This is an optimization exercise on Yosys and OpenROAD, whose aim is a short achievable clock period and few clock cycles, not a production implementation. Only simulation tests tie the RTL to the original design; equivalence was not proved. Power figures rest on the tool's default switching activity, not on a simulated workload.

Setup of rev 12:
==> module operand_fifo, before the edit <==
module operand_fifo (
  input  logic         ap_clk,
  input  logic         ap_rst_n,
  input  logic         word_v,
  input  logic [127:0] word_p,
  input  logic [127:0] word_cy,
  output logic         ofm_valid,
  input  logic         ofm_ready,
  output logic [127:0] ofm_data,
  output logic         out_fire
);
  logic         o_v;
  logic [127:0] o_p, o_c;
  logic         q0_v, q1_v;
  logic [127:0] q0_p, q0_c, q1_p, q1_c;
  logic         o_free;
  assign out_fire = o_v && ofm_ready;
  assign o_free   = !o_v || ofm_ready;
  always_ff @(posedge ap_clk) begin
    if (!ap_rst_n) begin
      o_v  <= 1'b0;
      q0_v <= 1'b0;
      q1_v <= 1'b0;
    end else if (o_free) begin
      if (q0_v) begin
        o_v  <= 1'b1;
        q0_v <= q1_v || word_v;
        q1_v <= q1_v && word_v;
      end else begin
        o_v  <= word_v;
      end
    end else if (word_v) begin
      if (!q0_v) q0_v <= 1'b1;
      else       q1_v <= 1'b1;
    end
  end
  always_ff @(posedge ap_clk) begin
    if (o_free) begin
      o_p <= q0_v ? (q0_p ^ q0_c) : word_p;
      o_c <= q0_v ? 128'd0 : word_cy;
    end
    if (o_free || !q0_v) begin
      q0_p <= q1_v ? (q1_p ^ q1_c) : word_p;
      q0_c <= q1_v ? 128'd0 : word_cy;
    end
    if (word_v && q0_v) begin
      q1_p <= word_p;
      q1_c <= word_cy;
    end
  end
  assign ofm_valid = o_v;
  assign ofm_data  = o_p ^ o_c;
endmodule
==> flow/config.mk <==
export PLATFORM = sky130hd
export DESIGN_NAME = krnl_acc
export DESIGN_NICKNAME = krnl_acc
export VERILOG_FILES = /design/flow/design.v
export SDC_FILE = /design/flow/constraint.sdc
export NUM_CORES = 4
export LEC_CHECK = 0
export ABC_CLOCK_PERIOD_IN_PS = 3500
export CAP_MARGIN = 20
export CORE_MARGIN = 2
export CORE_UTILIZATION = 40
export SETUP_SLACK_MARGIN = 5
export SLEW_MARGIN = 20
export TNS_END_PERCENT = 100
==> flow/constraint.sdc <==
create_clock -name core_clock -period 9.0 [get_ports {ap_clk}]
set_input_delay 1.8000 -clock core_clock [delete_from_list [all_inputs] [get_ports {ap_clk}]]
set_output_delay 1.8000 -clock core_clock [all_outputs]
set_load 0.01 [all_outputs]
run.sh (not shown) runs the stock make flow with config.mk's settings and CLKGATE_MAP_FILE= SYNTH_SCRIPT=/design/flow/synth_recipe.tcl, a recipe that flattens the netlist after the stock synthesis.
Testbench counts of rev 12, summed over its fixed seeds: cycles 10,837.
> inputs changed (rev 12 -> rev 13)
--- a/flow/design.v
+++ b/flow/design.v
@@ -799,16 +799,18 @@
   output logic         ofm_valid,
   input  logic         ofm_ready,
   output logic [127:0] ofm_data,
   output logic         out_fire
 );
   logic         o_v;
-  logic [127:0] o_p, o_c;
+  logic [255:0] o_d;
+  logic [255:0] word;
   logic         q0_v, q1_v;
-  logic [127:0] q0_p, q0_c, q1_p, q1_c;
+  logic [255:0] q0_d, q1_d;
   logic         o_free;
+  assign word     = {word_cy, word_p};
   assign out_fire = o_v && ofm_ready;
   assign o_free   = !o_v || ofm_ready;
   always_ff @(posedge ap_clk) begin
     if (!ap_rst_n) begin
       o_v  <= 1'b0;
       q0_v <= 1'b0;
@@ -825,26 +827,23 @@
       if (!q0_v) q0_v <= 1'b1;
       else       q1_v <= 1'b1;
     end
   end
   always_ff @(posedge ap_clk) begin
     if (o_free) begin
-      o_p <= q0_v ? (q0_p ^ q0_c) : word_p;
-      o_c <= q0_v ? 128'd0 : word_cy;
+      o_d <= q0_v ? q0_d : word;
     end
     if (o_free || !q0_v) begin
-      q0_p <= q1_v ? (q1_p ^ q1_c) : word_p;
-      q0_c <= q1_v ? 128'd0 : word_cy;
+      q0_d <= q1_v ? q1_d : word;
     end
     if (word_v && q0_v) begin
-      q1_p <= word_p;
-      q1_c <= word_cy;
+      q1_d <= word;
     end
   end
   assign ofm_valid = o_v;
-  assign ofm_data  = o_p ^ o_c;
+  assign ofm_data  = o_d[127:0] ^ o_d[255:128];
 endmodule
 `default_nettype wire
 `default_nettype none
 `timescale 1ns/1ns
 module mac_engine (
   input  logic         ap_clk,
### Flow results
- Rev 13 gives more layout cell share with drive strength beyond 1 than rev 12 did.
- Final core utilization, rev 13 and rev 12: lower on rev 12
- Compared with rev 12, rev 13 shows a simple-gate share of the synthesized area that is 2.1 points lower.
- ~same post-route cell area in rev 13 and rev 12
- Layout overhead on the synthesized area on rev 13 is up relative to rev 12.
- Maximum fanout along the worst path ends up higher on rev 12.
- Re fraction of power consumed by combinational cells: rev 13 and rev 12 aren't equal, and the higher value belongs to rev 13.
- Count of clock tree sinks: rev 13 vs rev 12 identical
- Against rev 12, total length of routed wires in rev 13 came out better.
- In the reports for rev 13 and rev 12, the larger number of non-clock buffers in the layout belongs to rev 13.
- Maximum cell stage delay along the critical path in rev 13 is 0.06 ns higher than in rev 12
- Rev 12 leaves more setup margin than rev 13.
- According to the power report, total power for rev 13 is higher than for rev 12.
Testbench counts of rev 13, summed over its fixed seeds: cycles 10,837.

-- separate check: timing with driven ports --
The flow's constraints put no driver on any port. The routed layouts listed below were extracted and timed again, unchanged, in two steps. Step 1: set_driving_cell puts a clkbuf_16 on ap_clk and a buf_2 on each other input, an assumption about the parent block. Step 2, shift: input delay + t, output delay - t, t = (earliest + latest rising clock arrival at the registers) / 2. This alone moves slack from input paths to output paths. Three values: no drivers, after step 1, after step 2; two values: the first two.
run | t, ns | setup WS [ns] | worst register clock-pin slew, ns
rev 12 | 0.849 | 4.981 / 4.966 / 4.191 | 0.08 / 0.08
rev 13 | 0.863 | 4.789 / 4.789 / 4.174 | 0.07 / 0.07
After both steps every run listed still meets setup and hold. The setup slack of rev 12, which loses most, moves by -0.015 ns with the drivers and by -0.790 ns with both steps.
